Context: an optimization exercise on an open-source flow, tuned for small area. The choices shown serve that exercise and are no tape-out recipe. Only simulation tests tie the RTL to the original design; equivalence was not proved. Power is estimated from default activity; no workload was simulated.

## flow/design.v

```verilog
package regfile_scoreboard_imm_pkg;
  localparam logic [6:0] OP_R      = 7'b0110011;
  localparam logic [6:0] OP_I      = 7'b0010011;
  localparam logic [6:0] OP_LOAD   = 7'b0000011;
  localparam logic [6:0] OP_STORE  = 7'b0100011;
  localparam logic [6:0] OP_BRANCH = 7'b1100011;
  localparam logic [6:0] OP_JAL    = 7'b1101111;
  localparam logic [6:0] OP_JALR   = 7'b1100111;
  localparam logic [6:0] OP_LUI    = 7'b0110111;
  localparam logic [6:0] OP_AUIPC  = 7'b0010111;
  typedef enum logic [2:0] {
    IMM_NONE,
    IMM_I,
    IMM_S,
    IMM_B,
    IMM_U,
    IMM_J
  } imm_fmt_t;
  function automatic imm_fmt_t imm_format(input logic [6:0] opcode);
    imm_fmt_t fmt;
    fmt = IMM_NONE;
    case (opcode)
      OP_I, OP_LOAD, OP_JALR: fmt = IMM_I;
      OP_STORE:               fmt = IMM_S;
      OP_BRANCH:              fmt = IMM_B;
      OP_LUI, OP_AUIPC:       fmt = IMM_U;
      OP_JAL:                 fmt = IMM_J;
      default:                fmt = IMM_NONE;
    endcase
    imm_format = fmt;
  endfunction
endpackage
import regfile_scoreboard_imm_pkg::*;
module regfile_scoreboard_imm_imm_gen
#(
  parameter int XLEN = 32
) (
  input  logic [31:0]     inst,
  output logic [XLEN-1:0] imm
);
  regfile_scoreboard_imm_pkg::imm_fmt_t fmt;
  logic is_i, is_s, is_b, is_u, is_j;
  logic sgn_isb, sgn_isbj;
  assign fmt = regfile_scoreboard_imm_pkg::imm_format(inst[6:0]);
  assign is_i = (fmt == IMM_I);
  assign is_s = (fmt == IMM_S);
  assign is_b = (fmt == IMM_B);
  assign is_u = (fmt == IMM_U);
  assign is_j = (fmt == IMM_J);
  assign sgn_isb  = inst[31] & (is_i | is_s | is_b);
  assign sgn_isbj = inst[31] & (is_i | is_s | is_b | is_j);
  always_comb begin
    imm = '0;
    imm[0]     = (is_i & inst[20]) | (is_s & inst[7]);
    imm[4:1]   = ({4{is_i | is_j}} & inst[24:21]) | ({4{is_s | is_b}} & inst[11:8]);
    imm[10:5]  = {6{is_i | is_s | is_b | is_j}} & inst[30:25];
    imm[11]    = ((is_i | is_s) & inst[31]) | (is_b & inst[7]) | (is_j & inst[20]);
    imm[19:12] = ({8{is_u | is_j}} & inst[19:12]) | {8{sgn_isb}};
    imm[30:20] = ({11{is_u}} & inst[30:20]) | {11{sgn_isbj}};
    imm[31]    = (is_i | is_s | is_b | is_u | is_j) & inst[31];
  end
endmodule
import regfile_scoreboard_imm_pkg::*;
module regfile_scoreboard_imm
#(
  parameter int XLEN   = 32,
  parameter int NREGS  = 32,
  parameter int BYPASS = 1,
  localparam int AW    = $clog2(NREGS)
) (
  input  logic             clk,
  input  logic             rst,
  input  logic [31:0]      inst,
  input  logic             issue_valid,
  input  logic             wb_valid,
  input  logic [AW-1:0]    wb_rd,
  input  logic [XLEN-1:0]  wb_data,
  output logic [XLEN-1:0]  rs1_data,
  output logic [XLEN-1:0]  rs2_data,
  output logic [XLEN-1:0]  imm,
  output logic             stall,
  output logic [NREGS-1:0] busy_vec
);
  localparam int NT = NREGS;
  localparam int NG = (NT - 2) / 3;
  logic [NREGS-1:1][XLEN-1:0] regs;
  logic [NREGS-1:1][XLEN-1:0] regs_d;
  logic [NREGS-1:1] busy;
  logic [AW-1:0]    rs1, rs2, rd;
  logic [6:0]       opcode;
  logic             use_rs1, use_rs2, writes_op, writes_rd;
  logic             rs1_byp, rs2_byp, rd_wb, issue_fire;
  logic [NREGS-1:1] dec_rs1, dec_rs2, dec_rd, dec_wb;
  logic [NREGS-1:1] wr_en, wr_hold;
  logic [NREGS-1:1] nwb;   
  logic [NT-1:0]    sel1, sel2;
  assign rs1    = inst[19:15];
  assign rs2    = inst[24:20];
  assign rd     = inst[11:7];
  assign opcode = inst[6:0];
  always_comb begin
    use_rs1   = 1'b0;
    use_rs2   = 1'b0;
    writes_op = 1'b0;
    case (opcode)
      OP_R:                    begin use_rs1 = 1'b1; use_rs2 = 1'b1; writes_op = 1'b1; end
      OP_I, OP_LOAD, OP_JALR:  begin use_rs1 = 1'b1; writes_op = 1'b1; end
      OP_STORE, OP_BRANCH:     begin use_rs1 = 1'b1; use_rs2 = 1'b1; end
      OP_JAL, OP_LUI, OP_AUIPC: writes_op = 1'b1;
      default: ;
    endcase
  end
  assign writes_rd = writes_op && (rd != '0);
  genvar gi, gb;
  generate
    for (gi = 1; gi < NREGS; gi++) begin : g_dec
      assign dec_rs1[gi] = (rs1 == AW'(gi));
      assign dec_rs2[gi] = (rs2 == AW'(gi));
      assign dec_rd[gi]  = (rd == AW'(gi));
      assign dec_wb[gi]  = wb_valid && (wb_rd == AW'(gi));
    end
  endgenerate
  assign rs1_byp = wb_valid && (wb_rd == rs1) && (rs1 != '0);
  assign rs2_byp = wb_valid && (wb_rd == rs2) && (rs2 != '0);
  assign rd_wb   = wb_valid && (wb_rd == rd);
  assign stall = issue_valid && ((use_rs1 && |(dec_rs1 & busy) && !rs1_byp) ||
                                 (use_rs2 && |(dec_rs2 & busy) && !rs2_byp) ||
                                 (writes_rd && |(dec_rd & busy) && !rd_wb));
  assign issue_fire = issue_valid && !stall && writes_op;
  assign busy_vec   = {busy, 1'b0};
  logic [7:0] hi1, hi2;
  logic [3:0] lo1, lo2;
  assign sel1[0] = rs1_byp;
  assign sel2[0] = rs2_byp;
  generate
    for (gi = 0; gi < 8; gi++) begin : g_hi
      assign hi1[gi] = (rs1[4:2] == 3'(gi));
      assign hi2[gi] = (rs2[4:2] == 3'(gi));
    end
    for (gi = 0; gi < 4; gi++) begin : g_lo
      assign lo1[gi] = (rs1[1:0] == 2'(gi));
      assign lo2[gi] = (rs2[1:0] == 2'(gi));
    end
    for (gi = 1; gi < NREGS; gi++) begin : g_sel
      regfile_scoreboard_imm_and3 u1 (.a(hi1[gi/4]), .b(lo1[gi%4]), .c(nwb[gi]), .y(sel1[gi]));
      regfile_scoreboard_imm_and3 u2 (.a(hi2[gi/4]), .b(lo2[gi%4]), .c(nwb[gi]), .y(sel2[gi]));
    end
  endgenerate
  generate
    for (gb = 0; gb < XLEN; gb++) begin : g_rd
      logic [NT-1:0] t;
      logic [NG-1:0] n1, n2;
      assign t[0] = wb_data[gb];
      for (gi = 1; gi < NREGS; gi++) begin : g_t
        assign t[gi] = regs[gi][gb];
      end
      for (gi = 0; gi < NG; gi++) begin : g_aoi
        regfile_scoreboard_imm_aoi222 u1 (
          .a1(sel1[3*gi]), .a2(t[3*gi]), .b1(sel1[3*gi+1]), .b2(t[3*gi+1]),
          .c1(sel1[3*gi+2]), .c2(t[3*gi+2]), .y(n1[gi]));
        regfile_scoreboard_imm_aoi222 u2 (
          .a1(sel2[3*gi]), .a2(t[3*gi]), .b1(sel2[3*gi+1]), .b2(t[3*gi+1]),
          .c1(sel2[3*gi+2]), .c2(t[3*gi+2]), .y(n2[gi]));
      end
      regfile_scoreboard_imm_rdcomb u_or1 (.n(n1), .s({sel1[NT-1], sel1[NT-2]}),
        .t({t[NT-1], t[NT-2]}), .y(rs1_data[gb]));
      regfile_scoreboard_imm_rdcomb u_or2 (.n(n2), .s({sel2[NT-1], sel2[NT-2]}),
        .t({t[NT-1], t[NT-2]}), .y(rs2_data[gb]));
    end
  endgenerate
  logic [7:0] whi;
  logic [3:0] wlo;
  generate
    for (gi = 0; gi < 8; gi++) begin : g_whi
      assign whi[gi] = wb_valid && (wb_rd[4:2] == 3'(gi));
    end
    for (gi = 0; gi < 4; gi++) begin : g_wlo
      assign wlo[gi] = (wb_rd[1:0] == 2'(gi));
    end
    for (gi = 1; gi < NREGS; gi++) begin : g_nwb
      assign nwb[gi] = ~(whi[gi/4] & wlo[gi%4]);
    end
    for (gi = 1; gi < NREGS; gi++) begin : g_wctl
      regfile_scoreboard_imm_and3  u_en   (.a(whi[gi/4]), .b(wlo[gi%4]), .c(rst), .y(wr_en[gi]));
      regfile_scoreboard_imm_and2  u_hold (.a(nwb[gi]), .b(rst), .y(wr_hold[gi]));
    end
  endgenerate
  generate
    for (gi = 1; gi < NREGS; gi++) begin : g_wr
      for (gb = 0; gb < XLEN; gb++) begin : g_b
        regfile_scoreboard_imm_ao22 u (
          .a1(wr_en[gi]), .a2(wb_data[gb]), .b1(wr_hold[gi]), .b2(regs[gi][gb]),
          .y(regs_d[gi][gb]));
      end
    end
  endgenerate
  always_ff @(posedge clk) begin
    for (int r = 1; r < NREGS; r++) regs[r] <= regs_d[r];
  end
  always_ff @(posedge clk) begin
    for (int r = 1; r < NREGS; r++) begin
      if (!rst)                         busy[r] <= 1'b0;
      else if (issue_fire && dec_rd[r]) busy[r] <= 1'b1;
      else if (dec_wb[r])               busy[r] <= 1'b0;
    end
  end
  regfile_scoreboard_imm_imm_gen #(.XLEN(XLEN)) u_imm_gen (
    .inst (inst),
    .imm  (imm)
  );
endmodule
module regfile_scoreboard_imm_aoi222 (
  input  logic a1, a2, b1, b2, c1, c2,
  output logic y
);
  assign y = ~((a1 & a2) | (b1 & b2) | (c1 & c2));
endmodule
module regfile_scoreboard_imm_ao22 (
  input  logic a1, a2, b1, b2,
  output logic y
);
  assign y = (a1 & a2) | (b1 & b2);
endmodule
module regfile_scoreboard_imm_rdcomb (
  input  logic [9:0] n,
  input  logic [1:0] s,
  input  logic [1:0] t,
  output logic       y
);
  logic p0, p1, p2, x;
  regfile_scoreboard_imm_nand4 u0 (.a(n[0]), .b(n[1]), .c(n[2]), .d(n[3]), .y(p0));
  regfile_scoreboard_imm_nand4 u1 (.a(n[4]), .b(n[5]), .c(n[6]), .d(n[7]), .y(p1));
  regfile_scoreboard_imm_nand2 u2 (.a(n[8]), .b(n[9]), .y(p2));
  regfile_scoreboard_imm_or3   u3 (.a(p0), .b(p1), .c(p2), .y(x));
  regfile_scoreboard_imm_ao221 u4 (.a1(s[0]), .a2(t[0]), .b1(s[1]), .b2(t[1]), .c(x), .y(y));
endmodule
module regfile_scoreboard_imm_nand2 (
  input  logic a, b,
  output logic y
);
  assign y = ~(a & b);
endmodule
module regfile_scoreboard_imm_ao221 (
  input  logic a1, a2, b1, b2, c,
  output logic y
);
  assign y = (a1 & a2) | (b1 & b2) | c;
endmodule
module regfile_scoreboard_imm_nand4 (
  input  logic a, b, c, d,
  output logic y
);
  assign y = ~(a & b & c & d);
endmodule
module regfile_scoreboard_imm_or3 (
  input  logic a, b, c,
  output logic y
);
  assign y = a | b | c;
endmodule
module regfile_scoreboard_imm_and3 (
  input  logic a, b, c,
  output logic y
);
  assign y = a & b & c;
endmodule
module regfile_scoreboard_imm_and2 (
  input  logic a, b,
  output logic y
);
  assign y = a & b;
endmodule
```

## flow/flow/run.sh

```bash
#!/bin/bash
# Standard layout with smaller port buffers and a clock tree built from
# small sink clusters of mid-size clock buffers without dummy loads.
set -euo pipefail
export BUFFER_PORTS_ARGS="-buffer_cell sky130_fd_sc_hd__buf_2"
export CTS_ARGS="-sink_clustering_enable -repair_clock_nets -dont_use_dummy_load -buf_list {sky130_fd_sc_hd__clkbuf_8} -sink_clustering_size 16 -sink_clustering_max_diameter 50"
bash standard.sh > flow_make.log 2>&1
```

## flow/standard.sh

```bash
#!/bin/bash
# synth_recipe.tcl (not shown) runs the flow's synth.tcl, then flattens the netlist and writes it again
# the make line also repeats each setting of config.mk as NAME=value (left out here)
make -C /OpenROAD-flow-scripts/flow DESIGN_CONFIG=/design/flow/config.mk WORK_HOME=/design/flow/orfs CLKGATE_MAP_FILE= SYNTH_SCRIPT=/design/flow/synth_recipe.tcl "${@:-finish}"
```

## flow/config.mk

```make
export PLATFORM = sky130hd
export DESIGN_NAME = regfile_scoreboard_imm
export DESIGN_NICKNAME = regfile_scoreboard_imm
export VERILOG_FILES = /design/flow/design.v
export SDC_FILE = /design/flow/constraint.sdc
export NUM_CORES = 4
export LEC_CHECK = 0
export CAP_MARGIN = 20
export CORE_ASPECT_RATIO = 2
export CORE_MARGIN = 2
export CORE_UTILIZATION = 40
export SETUP_SLACK_MARGIN = 0
export SLEW_MARGIN = 20
export SYNTH_HIERARCHICAL = 1
export SYNTH_MINIMUM_KEEP_SIZE = 0
```

## flow/constraint.sdc

```tcl
create_clock -name core_clock -period 7.0 [get_ports {clk}]
set_input_delay 1.4000 -clock core_clock [delete_from_list [all_inputs] [get_ports {clk}]]
set_output_delay 1.4000 -clock core_clock [all_outputs]
set_load 0.01 [all_outputs]
```

==> impl_metrics.csv, run 1 <==
group,metric,value,unit
routing,routed_wirelength,228000,um
timing,grt_setup_unrepaired,"no",
clocking,clkSinkCount,1023,
power_and_ir_drop,p_switching,0.00269,W
synthesis,async_flop_share,0,%
synthesis,synth-compound-area-share,40.7,%
timing,fin_worst_skew,0.0440,ns
clocking,cts_made_buffers,75,
timing,slew_headroom,12.1,%
synthesis,synthCells,3544,
synthesis,synth_area,41300,um2
place,io_buffers,200,
power_and_ir_drop,powerDensity,210,nW/um2
setup_path,critPathMaxFanout,26,
setup_path,cp_slowest_cell,"a222oi_1",
timing,clock.fmax,150,MHz
timing,setup_tns,0,ns
synthesis,yosysSeqAreaShare,49.6,%
clocking,postCtsResizedCells,0,
synthesis,yosysWarnings,8,
setup_path,cp-start-kind,"input port",
synthesis,synth.net_count,3617,
die,die_h,458,um
clocking,hold_buffers,0,
routing,first_iter_violations,10400,
die,num_io_pins,202,
run,drv_cap,0,
die,dieArea,106000,um2
synthesis,synth_seq_cells,1023,
timing,setup_viol,0,
clocking,root_buffer,"clkbuf_8",
synthesis,synth_edf_count,0,
routing,num_vias,44000,
synthesis,synth_top_family_by_area,"compound AO/OA/AOI/OAI gates",
power_and_ir_drop,max-vdd-ir-drop,141,uV
routing,wl_per_cell,43.5,um
power_and_ir_drop,power,0.00965,W
timing,hold-worst-slack,0.507,ns
clocking,path_clk_slew,0.09,ns
setup_path,critical_path_class,"in2out",
routing,drc,0,
place,dp.final_hpwl,133000,um
synthesis,synth_cell_types,70,
routing,firstDrtPassIters,13,
global_routing,grt_pass1_wl,317000,um
routing,drtAntennaViolNets,0,
setup_path,required,5.60,ns
power_and_ir_drop,seqPwrFrac,61.1,%
synthesis,synthXorXnorAreaFrac,0.255,%
setup_path,max_stage_delay,0.88,ns
place,gp_congestion,0.953,
timing,drv_slew,0,
clocking,clock_path_buffers,3,
timing,tightest_slew,1.32,ns
die,core_region_area,102000,um2
run_status,status,"no timing/DRC/antenna violations",
setup_path,cp-end-kind,"output pin",
timing,hold_viol,0,
layout,drive_gt1_share,13.5,%
synthesis,synth.top_cell.area_share,49.6,%
global_routing,grt_overflow_total,0,
global_routing,antenna_found_initial,24,
synthesis,syn_area_per_cell,11.6,um2
die,num_rows,166,
synthesis,synth_flop_cell,"dfxtp_1",
clocking,clk_latency,0.83,ns
routing,viasPerCell,8.41,
global_routing,grt_start_max_net_pins,58,
power_and_ir_drop,internal_power,0.00696,W
die,fp.dieW,231,um
global_routing,grt_pass1_vias,42700,
synthesis,ys_top_cells_by_area,"dfxtp_1 50%, a22o_1 21%, a222oi_1 16%, nand4_1 2.0%, a221o_1 1.6%",
place,dpl_worst_slack,0.668,ns
synthesis,synthMuxAreaShare,0.558,%
timing,post-route-period-util,95.5,%
die,initial_utilization,40.3,%
worst_hold_path,hold_class,"reg2reg",
synthesis,synth-simple-area-share,8.16,%
clocking,postCtsSetupBuffers,0,
timing,fin_ws,0.312,ns
synthesis,synth-adder-area-share,0,%
power_and_ir_drop,leakagePower,17.3,nW
layout,area_growth,11.1,%
power_and_ir_drop,p_sw_share,27.9,%
layout,num-nets-final,3953,
global_routing,grt_usage,41.5,%
timing,fin_crit,6.69,ns
setup_path,worstPathCellList,"buf_2 -> nand2b_1 -> nor2_1 -> nand2_1 -> and3_2 -> a222oi_1 -> nand4_1 -> or3_1 -> a221o_1 -> buf_2",
layout,final_util,44.8,%
power_and_ir_drop,clock_power_share,31.0,%
clocking,cts_max_level,3,
synthesis,yosys.area.top_type,"dfxtp_1",
power_and_ir_drop,combPwrFrac,7.9,%
setup_path,crit_arrival,5.29,ns
setup_path,cpMostUsedCell,"buf_2",
clocking,cts_tree,"done",
[kinds of logic (layout without fill, tap and decap cells)]
family / after synthesis / after routing
AO/OA/AOI/OAI: 1829 / 1829
flip-flops: 1023 / 1023
AND/OR/NAND/NOR: 602 / 602
buffers and inverters: 58 / 392
multiplexers: 19 / 19
XOR/XNOR: 12 / 12
other: 1 / 16
[synth_stat cells (6+ instances only)]
cell,count
dfxtp_1,1023
a22o_1,999
buf_2,11
and2_1,38
o31ai_1,13
clkbuf_1,25
a31oi_1,6
a221o_1,64
nor2_1,28
mux2i_1,14
a21oi_1,7
inv_1,13
a222oi_1,640
nand4_1,133
or3_1,64
and3_1,97
buf_6,7
nand2b_1,6
nor3b_1,6
nand2_1,128
nor3_1,11
nand3_1,47
nor2b_1,18
xnor2_1,9
o21ai_0,6
o41ai_1,24
nand3b_1,8
a21o_1,21
[modules after synthesis (local to each module, per instance), excerpt]
module                         flip-flops and latches  cells inside  times used
regfile_scoreboard_imm_or3                          0             1          64
regfile_scoreboard_imm_nand4                        0             1         128
regfile_scoreboard_imm_nand2                        0             1          64
regfile_scoreboard_imm_ao22                         0             1         992
regfile_scoreboard_imm_and2                         0             1          31
regfile_scoreboard_imm_ao221                        0             1          64
regfile_scoreboard_imm_aoi222                       0             1         640
regfile_scoreboard_imm                           1023          1406           1
regfile_scoreboard_imm_and3                         0             1          93
[worst paths after layout]
check | startpoint | endpoint | slack [ns] | cells past startpoint
max | wb_rd[4] | rs1_data[11] | 0.31 | 10
min | regs[219]$_DFF_P_ | regs[219]$_DFF_P_ | 0.51 | 1
max reg2reg | busy[24]$_SDFFE_PN0P_ | busy[5]$_SDFFE_PN0P_ | 4.27 | 7
min reg2reg | regs[219]$_DFF_P_ | regs[219]$_DFF_P_ | 0.51 | 1
[layout make-up]
class / instances / area, um2
Fill cell: 9598 / 56500
Multi-Input combinational cell: 2463 / 20700
Sequential cell: 1023 / 20500
Timing Repair Buffer: 304 / 1840
Tap cell: 1344 / 1680
Clock buffer: 75 / 1030
Inverter: 13 / 48.8
Antenna cell: 15 / 37.5
[metal layers]
layer / track usage [%] / vias up / routed length, um
li1: - / 16900 / -
met1: 45.8 / 21300 / 73400
met2: 61.8 / 4413 / 97800
met3: 16.9 / 1430 / 32800
met4: 35.3 / 18 / 23500
met5: 0 / - / 152
[sequential cells by signal (all words and copies together), names as in the netlist]
| name | cells |
|---|---|
| regs | 992 |
| busy | 31 |
[power by group through the flow]
stage	combinational (W)	sequential, W	clock [W]
finish	0.000766	0.00589	0.00299
CTS	0.000699	0.00589	0.00297
detailed placement	0.000698	0.00603	0
floorplan	0.000261	0.00602	0
global route	0.000752	0.00590	0.00318
global placement	0.000695	0.00603	0
[per-stage QoR]
| step | area, um2 | instances |
|---|---|---|
| 2_1_floorplan | 41300 | 3544 |
| 3_3_place_gp | 44700 | 5144 |
| 3_5_place_dp | 44700 | 5145 |
| 4_1_cts | 45700 | 5220 |
| 5_1_grt | 45800 | 5224 |
| 6_report | 45900 | 5237 |
[critical path: cells and delay by family]
family / cells / cell delay, ns
AO/OA/AOI/OAI: 2 / 1.15
AND/OR/NAND/NOR: 6 / 2.40
buffers and inverters: 2 / 0.28
[cells in the final DEF (no fill, tap or decap), types with 6 or more instances in the layout]
cell type  synthesis  final
o41ai_1           24     24
a222oi_1         640    640
nand4_1          133    133
nand2b_1           6      6
diode_2            0     15
and3_4             0     12
nand3_1           47     47
nor3_1            11     10
mux2i_1           14     14
clkbuf_8           0     75
and2_4             0     10
xnor2_1            9      9
nor2_1            28     28
and3_2             0     81
buf_2             11    200
and2_1            38      7
a31oi_1            6      6
or3_1             64     64
nand2_1          128    128
dfxtp_1         1023   1023
o21ai_0            6      6
o31ai_1           13     13
and2_2             0     21
a21o_1            21     21
a221o_1           64     64
buf_4              2     99
nand3b_1           8      8
nor2b_1           18     18
nor3b_1            6      6
inv_1             13     13
a21oi_1            7      7
a22o_1           999    999
==> run 2, diff against run 1 <==
--- a/flow/design.v
+++ b/flow/design.v
@@ -199,8 +199,8 @@
   end
+  logic issue_set;
+  logic [NREGS-1:1] busy_d;
+  assign issue_set = issue_fire && rst;
+  assign busy_d    = ({(NREGS-1){issue_set}} & dec_rd) | (busy & wr_hold);
   always_ff @(posedge clk) begin
-    for (int r = 1; r < NREGS; r++) begin
-      if (!rst)                         busy[r] <= 1'b0;
-      else if (issue_fire && dec_rd[r]) busy[r] <= 1'b1;
-      else if (dec_wb[r])               busy[r] <= 1'b0;
-    end
+    busy <= busy_d;
   end
==> flow/flow/run.sh (replaced) <==
#!/bin/bash
# Standard layout with the smallest port buffers, internal buffers from
# timing-driven global placement removed before the placement repair
# (which re-buffers only nets that still violate slew or capacitance), and
# a clock tree built from small sink clusters of mid-size clock buffers
# without dummy loads.
set -euo pipefail
export BUFFER_PORTS_ARGS="-buffer_cell sky130_fd_sc_hd__buf_1"
export PRE_RESIZE_TCL="$PWD/flow/rmbuf.tcl"
export CTS_ARGS="-sink_clustering_enable -repair_clock_nets -dont_use_dummy_load -buf_list {sky130_fd_sc_hd__clkbuf_8} -sink_clustering_size 16 -sink_clustering_max_diameter 50"
bash standard.sh > flow_make.log 2>&1
==> flow/flow/rmbuf.tcl (new file) <==
# Remove the buffers that timing-driven global placement added inside the
# design (port buffers stay), so that repair_design below re-buffers only
# the nets that still violate slew or capacitance limits.
set rmbuf_block [ord::get_db_block]
set rmbuf_list {}
foreach rmbuf_inst [$rmbuf_block getInsts] {
  set rmbuf_m [[$rmbuf_inst getMaster] getName]
  if {![regexp {^sky130_fd_sc_hd__buf_[0-9]+$} $rmbuf_m]} continue
  set rmbuf_port 0
  foreach rmbuf_it [$rmbuf_inst getITerms] {
    set rmbuf_n [$rmbuf_it getNet]
    if {$rmbuf_n ne "NULL" && [llength [$rmbuf_n getBTerms]] > 0} { set rmbuf_port 1 }
  }
  if {!$rmbuf_port} { lappend rmbuf_list [$rmbuf_inst getName] }
}
puts "Removing [llength $rmbuf_list] internal buffers"
if {[llength $rmbuf_list] > 0} {
  set rmbuf_cells [get_cells $rmbuf_list]
  if {[llength $rmbuf_cells] == [llength $rmbuf_list]} {
    rsz::remove_buffers_cmd $rmbuf_cells
  }
}
--- a/flow/config.mk
+++ b/flow/config.mk
@@ -11,3 +11,3 @@
 export CORE_UTILIZATION = 40
-export SETUP_SLACK_MARGIN = 0
+export SETUP_SLACK_MARGIN = 0.5
 export SLEW_MARGIN = 20
==> run 2 against run 1 <==
Net effect: hold slack got worse by 0.0015 ns; die area fell by 0.23%; highest routed layer unchanged; synthesized area fell by 0.23%; largest power group unchanged; global-route usage fell by 3.6 points; critical endpoint is now rs2_data[12]; total power fell by 1.2%; synthesized cell count fell by 0.93%; combinational power fell by 7.7%; utilization fell by 0.69 points; sequential power barely moved; still clean; clock skew fell by 0.011 ns; sequential share of layout area rose by 0.79 points.
==> impl_metrics.csv, run 2 <==
group,metric,value,unit
run_status,status,"no timing/DRC/antenna violations",
routing,viasPerCell,8.27,
clocking,clkSinkCount,1023,
die,fp.dieW,231,um
setup_path,critical_path_class,"in2out",
synthesis,synthXorXnorAreaFrac,0.276,%
synthesis,synth_seq_cells,1023,
power_and_ir_drop,powerDensity,212,nW/um2
timing,setup_viol,0,
synthesis,yosys.area.top_type,"dfxtp_1",
global_routing,grt_usage,37.9,%
timing,tightest_slew,1.32,ns
routing,wl_per_cell,41.1,um
routing,first_iter_violations,9359,
setup_path,cp-end-kind,"output pin",
synthesis,ys_top_cells_by_area,"dfxtp_1 50%, a22o_1 21%, a222oi_1 16%, nand4_1 2.0%, a221o_1 1.6%",
clocking,postCtsSetupBuffers,0,
timing,slew_headroom,12.0,%
synthesis,synth-compound-area-share,40.6,%
synthesis,synth-adder-area-share,0,%
layout,top_register,"regs",
timing,clock.fmax,151,MHz
timing,fin_crit,6.61,ns
run,drv_cap,0,
layout,drive_gt1_share,7.70,%
synthesis,yosysWarnings,8,
synthesis,async_flop_share,0,%
synthesis,synth_edf_count,0,
clocking,root_buffer,"clkbuf_8",
synthesis,syn_area_per_cell,11.7,um2
layout,num-nets-final,3830,
timing,grt_setup_unrepaired,"yes",
layout,final_cell_mix,"1,023 x dfxtp_1, 997 x a22o_1, 640 x a222oi_1",
synthesis,yosysMostFrequentCell,"dfxtp_1",
layout,area_growth,9.43,%
place,gp_congestion,0.949,
synthesis,synth_cell_types,71,
layout,top_regs,"regs (992), busy (31)",
setup_path,critPathMaxFanout,32,
clocking,cts_made_buffers,75,
place,dp.final_hpwl,120000,um
synthesis,synth-simple-area-share,8.09,%
synthesis,synthCells,3511,
synthesis,synth_top_family_by_area,"compound AO/OA/AOI/OAI gates",
layout,fin_cells,5102,
timing,fin_worst_skew,0.0335,ns
timing,hold_viol,0,
die,initial_utilization,40.3,%
clocking,clock_path_buffers,3,
worst_hold_path,hold_class,"reg2reg",
synthesis,synth_common_cells,"1,023 x dfxtp_1, 997 x a22o_1, 640 x a222oi_1",
place,dp_cells,5024,
die,die_h,458,um
clocking,hold_buffers,0,
global_routing,grt_pass1_wl,293000,um
routing,routed_wirelength,210000,um
clocking,clk_latency,0.79,ns
synthesis,synth.top_cell.area_share,49.7,%
layout,fill_cells,9638,
die,num_io_pins,202,
routing,num_vias,42200,
timing,post-route-period-util,94.4,%
setup_path,required,5.60,ns
timing,drv_slew,0,
synthesis,synth_flop_cell,"dfxtp_1",
layout,largest_reg_flops,992,
clocking,cts_tree,"done",
die,core_region_area,102000,um2
synthesis,synth_area,41200,um2
clocking,cts_max_level,3,
synthesis,yosysSeqAreaShare,49.7,%
place,io_buffers,200,
clocking,path_clk_slew,0.10,ns
setup_path,cp-start-kind,"input port",
routing,drtAntennaViolNets,0,
synthesis,synth.net_count,3584,
synthesis,synthMuxAreaShare,0.677,%
global_routing,grt_pass1_vias,40700,
die,num_rows,166,
timing,setup_tns,0,ns
die,dieArea,106000,um2
global_routing,grt_start_max_net_pins,64,
layout,final_common_cell,"dfxtp_1",
routing,firstDrtPassIters,14,
power_and_ir_drop,max-vdd-ir-drop,145,uV
global_routing,antenna_found_initial,8,
global_routing,grt_overflow_total,0,
power_and_ir_drop,leakagePower,16.2,nW
routing,drc,0,
setup_path,crit_arrival,5.21,ns
-- run 2: cell count changes in the layout (fill, tap and decap cells not counted), moves of 8 or more --
cell	before	now
buf_1	0	159
and3_2	81	67
inv_1	13	5
and3_4	12	26
diode_2	15	3
a32o_1	3	16
buf_2	200	20
o31ai_2	0	10
nand3_1	47	12
clkbuf_2	0	18
buf_4	99	1
o41ai_1	24	0
-- run 2: cell families (layout without fill, tap and decap cells) --
group / count (synthesis) / count (layout)
buf+inv: 48 / 292
mux: 22 / 22
flops: 1023 / 1023
simple gates: 587 / 587
compound gates: 1817 / 1817
other cells: 1 / 4
xor+xnor: 13 / 13
-- run 2: modules after synthesis (local to each module, per instance), a selection --
module,times used,cells
regfile_scoreboard_imm_ao221,64,1
regfile_scoreboard_imm_and3,93,1
regfile_scoreboard_imm_nand2,64,1
regfile_scoreboard_imm_nand4,128,1
regfile_scoreboard_imm_aoi222,640,1
regfile_scoreboard_imm_and2,31,1
regfile_scoreboard_imm,1,1373
regfile_scoreboard_imm_ao22,992,1
regfile_scoreboard_imm_or3,64,1
-- run 2: worst paths after layout --
path | start | to | slack (ns) | cells past startpoint
max reg2reg | busy[19]$_DFF_P_ | busy[16]$_DFF_P_ | 3.98 | 7
max | wb_rd[0] | rs2_data[12] | 0.39 | 9
min reg2reg | regs[222]$_DFF_P_ | regs[222]$_DFF_P_ | 0.51 | 1
min | regs[222]$_DFF_P_ | regs[222]$_DFF_P_ | 0.51 | 1
-- run 2: final cells by class --
class / count / area (um2) / area share, %
Tap cell: 1344 / 1680 / 3.73
Timing Repair Buffer: 212 / 1050 / 2.32
Multi-Input combinational cell: 2440 / 20800 / 46.2
Inverter: 5 / 18.8 / 0.0416
Antenna cell: 3 / 7.51 / 0.0167
Sequential cell: 1023 / 20500 / 45.4
Clock buffer: 75 / 1030 / 2.29
-- run 2: critical path, stage by stage --
cell and delay [ns]:
buf_1 0.23, nor2_2 0.67, nand2_1 0.17, and3_2 0.63
a222oi_1 0.91, nand4_1 0.31, or3_1 0.45, a221o_1 0.28
buf_1 0.13
-- run 2: per-stage QoR --
step                      cell area, um2  setup WS, ns  hold WS, ns  power, W  util (%)
after floorplan                    41200          1.07        0.460   0.00627         -
after global placement             44400         0.562        0.472   0.00671      43.5
after detailed placement           43900         0.287        0.477   0.00668      43.0
after CTS                          45000         0.510        0.497   0.00950      44.0
after global routing               45100         0.483        0.516   0.00973      44.1
final                              45100         0.394        0.506   0.00954      44.1
-- run 2: timing repair --
action | CTS | global route
setup endpoints to repair | 34 | 55
gates resized for setup | 12 | 14
pin swaps | 0 | 2
-- run 2: report_power, final --
group | internal (W) | total [W] | switching [W]
Combinational | 0.000117 | 0.000707 | 0.000590
Clock | 0.000966 | 0.00294 | 0.00197
Sequential | 0.00586 | 0.00589 | 0.0000358
Total | 0.00694 | 0.00954 | 0.00260
-- run 2: per-layer routing --
| layer | GRT usage (%) | share of wire (%) | routed length, um | vias to the layer above |
|---|---|---|---|---|
| met4 | 30.3 | 9.5 | 19900 | 12 |
| met1 | 41.8 | 33 | 69100 | 20500 |
| met5 | 0.280 | 0.066 | 138 | - |
| li1 | - | - | - | 16500 |
| met2 | 59.5 | 44 | 93300 | 3917 |
| met3 | 12.4 | 13 | 27400 | 1242 |
==> run 3, diff against run 2 <==
--- a/flow/flow/run.sh
+++ b/flow/flow/run.sh
@@ -1,3 +1,3 @@
 #!/bin/bash
-# Standard layout with the smallest port buffers, internal buffers from
+# Standard layout with smaller port buffers, internal buffers from
 # timing-driven global placement removed before the placement repair
@@ -7,3 +7,3 @@
 set -euo pipefail
-export BUFFER_PORTS_ARGS="-buffer_cell sky130_fd_sc_hd__buf_1"
+export BUFFER_PORTS_ARGS="-buffer_cell sky130_fd_sc_hd__buf_2"
 export PRE_RESIZE_TCL="$PWD/flow/rmbuf.tcl"
==> run 3 against run 2 <==
Net effect: still clean; die area did not move; final area rose by 0.36%; worst setup slack better by 0.092 ns; synthesized cell count stayed put; sequential power barely moved; wire length is 0.29% higher; clock power hardly changed; utilization up 0.16 points; critical endpoint is now rs2_data[17]; largest cell class unchanged.
==> impl_metrics.csv, run 3 <==
group,metric,value,unit
power_and_ir_drop,powerDensity,211,nW/um2
global_routing,grt_start_max_net_pins,64,
setup_path,crit_buf_inv,2,
clocking,hold_buffers,0,
routing,firstDrtPassIters,14,
place,gp_congestion,0.961,
layout,final_cell_mix,"1,023 x dfxtp_1, 997 x a22o_1, 640 x a222oi_1",
layout,drive_gt1_share,11.9,%
setup_path,cp-start-kind,"input port",
layout,area_growth,9.82,%
synthesis,synth_flop_cell,"dfxtp_1",
setup_path,r2r_start,"busy[27]$_DFF_P_",
die,num_io_pins,202,
timing,hold_viol,0,
setup_path,required,5.60,ns
routing,wl_per_cell,41.2,um
synthesis,syn_area_per_cell,11.7,um2
place,dpl_worst_slack,0.541,ns
run_status,status,"no timing/DRC/antenna violations",
timing,fin_worst_skew,0.0667,ns
die,num_rows,166,
clocking,clk_latency,0.82,ns
global_routing,grt_usage,38.3,%
setup_path,crit_family,"simple AND/OR/NAND/NOR gates",
setup_path,critPathMaxFanout,32,
die,initial_utilization,40.3,%
synthesis,synth_area,41200,um2
die,die_h,458,um
die,core_region_area,102000,um2
place,io_buffers,200,
synthesis,synth_common_cells,"1,023 x dfxtp_1, 997 x a22o_1, 640 x a222oi_1",
timing,setup_viol,0,
synthesis,synthCells,3511,
clocking,cts_tree,"done",
synthesis,synth.top_cell.area_share,49.7,%
layout,final_util,44.3,%
synthesis,yosysWarnings,8,
synthesis,yosysMostFrequentCell,"dfxtp_1",
setup_path,rr_worst_depth,7,
synthesis,synth.net_count,3584,
clocking,postCtsSetupBuffers,0,
run,drv_cap,0,
setup_path,crit_arrival,5.11,ns
timing,slew_headroom,12.2,%
worst_hold_path,worstHoldEndpoint,"regs[870]$_DFF_P_",
timing,post-route-period-util,93.1,%
synthesis,ys_top_cells_by_area,"dfxtp_1 50%, a22o_1 21%, a222oi_1 16%, nand4_1 2.0%, a221o_1 1.6%",
routing,drc,0,
setup_path,cp_slowest_cell,"and3_2",
routing,routed_wirelength,210000,um
die,dieArea,106000,um2
global_routing,antenna_found_initial,12,
setup_path,critical_path_class,"in2out",
setup_path,max_stage_delay,1.08,ns
timing,fin_crit,6.51,ns
setup_path,cp-end-kind,"output pin",
timing,hold-worst-slack,0.506,ns
setup_path,worstPathCellList,"buf_2 -> nor2b_1 -> and3_2 -> a222oi_1 -> nand4_1 -> or3_1 -> a221o_1 -> buf_2",
synthesis,synth_edf_count,0,
clocking,root_buffer,"clkbuf_8",
synthesis,synth_seq_cells,1023,
global_routing,grt_overflow_total,0,
routing,first_iter_violations,8996,
layout,num-nets-final,3830,
timing,drv_slew,0,
timing,tightest_slew,1.32,ns
clocking,path_clk_slew,0.09,ns
setup_path,reg2reg_to,"busy[9]$_DFF_P_",
worst_hold_path,hold_class,"reg2reg",
synthesis,synth_cell_types,71,
synthesis,yosysSeqAreaShare,49.7,%
power_and_ir_drop,max-vdd-ir-drop,146,uV
timing,grt_setup_unrepaired,"no",
layout,final_common_cell,"dfxtp_1",
power_and_ir_drop,power,0.00956,W
layout,top_register,"regs",
layout,top_regs,"regs (992), busy (31)",
clocking,clock_path_buffers,3,
routing,viasPerCell,8.23,
timing,fin_ws,0.486,ns
clocking,clkSinkCount,1023,
global_routing,grt_pass1_wl,295000,um
synthesis,async_flop_share,0,%
global_routing,grt_pass1_vias,41100,
clocking,cts_made_buffers,75,
place,dp.final_hpwl,121000,um
worst_hold_path,holdPathStages,1,
worst_hold_path,holdCritStartpoint,"regs[870]$_DFF_P_",
setup_path,cpMostUsedCell,"buf_2",
synthesis,yosys.area.top_type,"dfxtp_1",
layout,largest_reg_flops,992,
clocking,cts_max_level,3,
routing,drtAntennaViolNets,0,
die,fp.dieW,231,um
timing,setup_tns,0,ns
routing,num_vias,42100,
power_and_ir_drop,leakagePower,16.8,nW
setup_path,r2r_slack,4.03,ns
timing,clock.fmax,154,MHz
==> run 3: cell count changes in the layout (fill, tap and decap cells not counted), sizes merged <==
cell and change:
buf +21, diode +6, clkdlybuf4s15 -3, clkbuf -18
==> run 3: kinds of logic (layout without fill, tap and decap cells) <==
family          count (synthesis)  in the layout  synth area share [%]
compound gates               1817           1817                  40.6
xor+xnor                       13             13                 0.276
buf+inv                        48            292                 0.577
flops                        1023           1023                  49.7
mux                            22             22                 0.677
other cells                     1             10               0.00910
simple gates                  587            587                  8.09
==> run 3: stage by stage <==
step | cell area, um2 | instances
after floorplan | 41200 | 3511
after global placement | 44400 | 5088
after detailed placement | 44100 | 5023
after CTS | 45100 | 5098
after global routing | 45200 | 5101
final | 45200 | 5108
==> run 3: where the power goes <==
group | internal [W] | switching [W]
Clock | 0.000965 | 0.00199
Combinational | 0.000119 | 0.000592
Sequential | 0.00586 | 0.0000354
==> run 3: Yosys stat by module (local to each module, per instance), a selection <==
module                         flip-flops and latches  area [um2]  cells  times used
regfile_scoreboard_imm                           1023       22800   1373           1
regfile_scoreboard_imm_ao221                        0        10.0      1          64
regfile_scoreboard_imm_aoi222                       0        10.0      1         640
regfile_scoreboard_imm_ao22                         0        8.76      1         992
regfile_scoreboard_imm_and2                         0        6.26      1          31
regfile_scoreboard_imm_and3                         0        6.26      1          93
regfile_scoreboard_imm_nand4                        0        6.26      1         128
regfile_scoreboard_imm_or3                          0        6.26      1          64
regfile_scoreboard_imm_nand2                        0        3.75      1          64
==> run 3: how the worst max path moves through the flow <==
stage	start	endpoint	slack, ns	cells past startpoint
final	inst[21]	rs2_data[17]	0.49	8
after global routing	wb_rd[0]	rs1_data[25]	0.50	9
after CTS	wb_rd[4]	rs2_data[31]	0.55	10
after detailed placement	wb_rd[4]	rs2_data[31]	0.54	10
after global placement	wb_rd[4]	rs2_data[11]	0.82	10
after floorplan	inst[20]	rs2_data[0]	1.07	9
==> run 3: final cells by class <==
| class | instances | area, um2 |
|---|---|---|
| timing repair buffer | 212 | 1210 |
| multi-input combinational | 2440 | 20800 |
| tap | 1344 | 1680 |
| sequential | 1023 | 20500 |
| clock buffer | 75 | 1030 |
| antenna | 9 | 22.5 |
| inverter | 5 | 18.8 |
| fill | 9668 | 57000 |
==> run 3: worst register-to-register path: stages, from the launching register on <==
cell and delay (ns):
dfxtp_1 0.39, mux4_2 0.51, nand2_1 0.09, nand3_1 0.08, or4_4 0.51, a32oi_2 0.34
and4b_1 0.70, a32o_1 0.26
==> run 3: layer usage <==
metal / global-route usage [%] / routed length, um / vias to the layer above
li1: - / - / 16500
met2: 59.8 / 94200 / 3847
met5: 0.326 / 97 / -
met3: 13.5 / 27400 / 1277
met4: 31.5 / 20400 / 14
met1: 41.5 / 68400 / 20400
==> run 3: what timing repair did <==
action                                 CTS  global route
endpoints found under the hold margin    0             0
gates resized for setup                  0             7
setup endpoints to repair                0            45
==> run 4, diff against run 3 <==
==> flow/flow/run.sh (replaced) <==
#!/bin/bash
# Standard layout with the smallest port buffers, internal buffers from
# timing-driven global placement removed before the placement repair
# (which re-buffers only nets that still violate slew or capacitance), and
# a clock tree built from small sink clusters of mid-size clock buffers
# without dummy loads.
set -euo pipefail
export BUFFER_PORTS_ARGS="-buffer_cell sky130_fd_sc_hd__buf_1"
export PRE_RESIZE_TCL="$PWD/flow/rmbuf.tcl"
export CTS_ARGS="-sink_clustering_enable -repair_clock_nets -dont_use_dummy_load -buf_list {sky130_fd_sc_hd__clkbuf_8} -sink_clustering_size 14 -sink_clustering_max_diameter 50"
bash standard.sh > flow_make.log 2>&1
==> run 4 against run 3 <==
Net effect: highest routed layer unchanged; largest power group unchanged; critical path type unchanged; hold slack lost 0.0041 ns; synthesized area is the same; sequential share of layout area is essentially flat; clock-buffer cell count grew 9.
==> impl_metrics.csv, run 4 <==
group,metric,value,unit
synthesis,synthCells,3511,
routing,first_iter_violations,8992,
worst_hold_path,hold_class,"reg2reg",
place,io_buffers,200,
layout,seqCellArea,20500,um2
layout,drive_gt1_share,7.92,%
layout,largest_reg_flops,992,
die,core_region_area,102000,um2
routing,top_layer,"met5",
global_routing,grt_start_max_net_pins,64,
setup_path,reg2reg_to,"busy[10]$_DFF_P_",
timing,fin_worst_skew,0.0480,ns
power_and_ir_drop,p_sw_share,27.2,%
clocking,clkSinkCount,1023,
routing,m1WireLength,68500,um
timing,tightest_slew,1.29,ns
layout,final_common_cell,"dfxtp_1",
synthesis,yosysWarnings,8,
die,num_io_pins,202,
die,fp.dieW,231,um
layout,fill_cells,9639,
setup_path,r2r_start,"busy[19]$_DFF_P_",
power_and_ir_drop,max-vdd-ir-drop,142,uV
synthesis,yosysSeqAreaShare,49.7,%
timing,setup_viol,0,
power_and_ir_drop,seqPwrFrac,60.9,%
setup_path,critPathMaxFanout,25,
power_and_ir_drop,leakagePower,16.2,nW
run,drv_cap,0,
setup_path,required,5.60,ns
clocking,clk_latency,0.79,ns
synthesis,yosysMostFrequentCell,"dfxtp_1",
synthesis,synth_edf_count,0,
setup_path,crit_arrival,5.17,ns
synthesis,synth_flop_cell,"dfxtp_1",
routing,drtAntennaViolNets,0,
timing,grt_setup_unrepaired,"yes",
timing,fin_crit,6.57,ns
place,dp_cells,5024,
setup_path,cp-start-kind,"input port",
clocking,path_clk_slew,0.10,ns
timing,clock.fmax,152,MHz
global_routing,grt_usage,37.9,%
global_routing,antenna_found_initial,8,
layout,multiInputGateArea,20800,um2
power_and_ir_drop,combPwrFrac,7.3,%
clocking,clock_path_buffers,3,
routing,firstDrtPassIters,12,
layout,area_growth,9.81,%
setup_path,r2r_slack,3.96,ns
synthesis,synth.top_cell.area_share,49.7,%
global_routing,grt_pass1_wl,293000,um
power_and_ir_drop,internal_power,0.00705,W
synthesis,synth.net_count,3584,
routing,wl_per_cell,41.0,um
die,dieArea,106000,um2
clocking,cts_tree,"done",
die,die_h,458,um
synthesis,synth_cell_types,71,
synthesis,synth_seq_cells,1023,
synthesis,ys_top_cells_by_area,"dfxtp_1 50%, a22o_1 21%, a222oi_1 16%, nand4_1 2.0%, a221o_1 1.6%",
clocking,postCtsSetupBuffers,0,
timing,setup_tns,0,ns
layout,final_cell_mix,"1,023 x dfxtp_1, 997 x a22o_1, 640 x a222oi_1",
worst_hold_path,holdCritStartpoint,"regs[892]$_DFF_P_",
synthesis,async_flop_share,0,%
routing,viasPerCell,8.23,
clocking,cts_max_level,3,
layout,num-nets-final,3840,
place,gp_congestion,0.949,
layout,fin_cells,5115,
place,dp.final_hpwl,120000,um
setup_path,critical_path_class,"in2out",
synthesis,yosys.area.top_type,"dfxtp_1",
routing,wl_met2,92600,um
layout,top_register,"regs",
global_routing,grt_pass1_vias,40800,
synthesis,synth_common_cells,"1,023 x dfxtp_1, 997 x a22o_1, 640 x a222oi_1",
setup_path,cp-end-kind,"output pin",
timing,slew_headroom,14.2,%
synthesis,syn_area_per_cell,11.7,um2
routing,wl_met3,28200,um
routing,drc,0,
worst_hold_path,worstHoldEndpoint,"regs[892]$_DFF_P_",
power_and_ir_drop,powerDensity,214,nW/um2
routing,num_vias,42100,
setup_path,rr_worst_depth,7,
synthesis,synth_area,41200,um2
timing,hold_viol,0,
die,initial_utilization,40.3,%
layout,top_regs,"regs (992), busy (31)",
routing,routed_wirelength,210000,um
worst_hold_path,holdPathStages,1,
clocking,root_buffer,"clkbuf_8",
run_status,status,"no timing/DRC/antenna violations",
power_and_ir_drop,clock_power_share,31.8,%
timing,post-route-period-util,93.9,%
die,num_rows,166,
global_routing,grt_overflow_total,0,
power_and_ir_drop,p_switching,0.00263,W
timing,drv_slew,0,
clocking,cts_made_buffers,84,
==> run 4: cell count changes in the layout (fill, tap and decap cells not counted), sizes merged <==
cell,before,now
clkbuf,75,101
buf,212,193
clkdlybuf4s15,0,3
diode,9,6
==> run 4: cell type report <==
class / instances / area share [%]
Sequential cell: 1023 / 45.3
Inverter: 5 / 0.0415
Multi-Input combinational cell: 2440 / 46.0
Timing Repair Buffer: 213 / 2.36
Clock buffer: 84 / 2.56
Antenna cell: 6 / 0.0332
Tap cell: 1344 / 3.72
==> run 4: worst max-delay path, stage by stage <==
cell             delay [ns]
clkdlybuf4s15_2        0.44
nor2_2                 0.59
a211o_1                0.26
a211oi_4               0.18
buf_6                  0.23
buf_6                  0.18
a222oi_1               0.62
nand4_1                0.35
or3_1                  0.44
a221o_1                0.31
buf_1                  0.14
==> run 4: modules after synthesis, one instance, submodules excluded, a selection <==
module | flip-flops and latches | cells inside | times used
regfile_scoreboard_imm | 1023 | 1373 | 1
regfile_scoreboard_imm_ao221 | 0 | 1 | 64
regfile_scoreboard_imm_aoi222 | 0 | 1 | 640
regfile_scoreboard_imm_ao22 | 0 | 1 | 992
regfile_scoreboard_imm_and2 | 0 | 1 | 31
regfile_scoreboard_imm_and3 | 0 | 1 | 93
regfile_scoreboard_imm_nand4 | 0 | 1 | 128
regfile_scoreboard_imm_or3 | 0 | 1 | 64
regfile_scoreboard_imm_nand2 | 0 | 1 | 64
==> run 4: repair_timing <==
| action | CTS | global route |
|---|---|---|
| cloned | 0 | 0 |
| endpoints found under the hold margin | 0 | 0 |
| endpoints found under the setup margin | 34 | 55 |
| pin swaps | 0 | 4 |
| hold buffers | 0 | 0 |
| resized for setup | 12 | 16 |
==> run 4: worst max path at each step <==
stage	slack, ns	from	cells after the start	to
finish	0.43	inst[21]	11	rs2_data[30]
global route	0.49	inst[21]	11	rs2_data[30]
CTS	0.51	inst[20]	8	rs2_data[21]
detailed placement	0.29	inst[21]	8	rs2_data[21]
global placement	0.56	wb_rd[3]	11	rs2_data[21]
floorplan	1.07	inst[20]	9	rs2_data[0]
==> run 4: cell families after synthesis <==
group | synth area share [%]
compound gates | 40.6
flops | 49.7
simple gates | 8.09
buf+inv | 0.577
mux | 0.677
xor+xnor | 0.276
other cells | 0.00910
==> run 4: power by group through the flow <==
| stage | sequential (W) | combinational (W) | clock, W |
|---|---|---|---|
| floorplan | 0.00602 | 0.000258 | 0 |
| global placement | 0.00603 | 0.000682 | 0 |
| detailed placement | 0.00603 | 0.000657 | 0 |
| CTS | 0.00589 | 0.000659 | 0.00308 |
| global route | 0.00590 | 0.000698 | 0.00327 |
| finish | 0.00589 | 0.000708 | 0.00308 |
==> run 4: stage by stage <==
stage	power [W]	utilization [%]	cell area, um2	hold WS (ns)	setup WS [ns]
2_1_floorplan	0.00627	-	41200	0.460	1.07
3_3_place_gp	0.00671	43.5	44400	0.472	0.562
3_5_place_dp	0.00668	43.0	43900	0.477	0.287
4_1_cts	0.00963	44.2	45100	0.502	0.510
5_1_grt	0.00987	44.2	45200	0.514	0.490
6_report	0.00968	44.3	45200	0.502	0.427
==> run 4: layer usage <==
layer | track usage (%) | vias to the layer above
met5 | 0 | -
met1 | 41.9 | 20400
li1 | - | 16600
met4 | 31.2 | 10
met2 | 58.7 | 3937
met3 | 12.7 | 1205

## re-timing with driven ports
The results above use ideal ports. As a check the final layouts listed here were re-extracted and re-timed, cells and wires unchanged.
Step 1 assumes that a clkbuf_16 drives the clock port and a buf_2 every other input.
Step 2 adds t to the input delays and takes it off the output delays; t is the mean of the earliest and latest rising clock arrival at the registers after step 1. Input paths then give back, and output paths get back, about the clock's delay inside the block.
Three values: ideal, step 1, step 2; two values: the first two.
run	shift t [ns]	setup slack, ns	hold WS [ns]	latest minus earliest clock arrival (ns)	worst data-port slew with drivers (ns)
run 1	0.870	0.312 / 0.289 / 0.289	0.507 / 0.507 / 0.507	0.080 / 0.080	0.12
run 2	0.853	0.394 / 0.373 / 0.373	0.506 / 0.506 / 0.506	0.061 / 0.061	0.08
run 3	0.873	0.486 / 0.460 / 0.460	0.506 / 0.506 / 0.506	0.089 / 0.089	0.06
run 4	0.849	0.427 / 0.367 / 0.367	0.502 / 0.502 / 0.502	0.057 / 0.057	0.08
After both steps setup and hold are still met in every run listed. The setup slack of run 4, which loses most, moves by -0.060 ns with the drivers and by -0.060 ns with both steps.
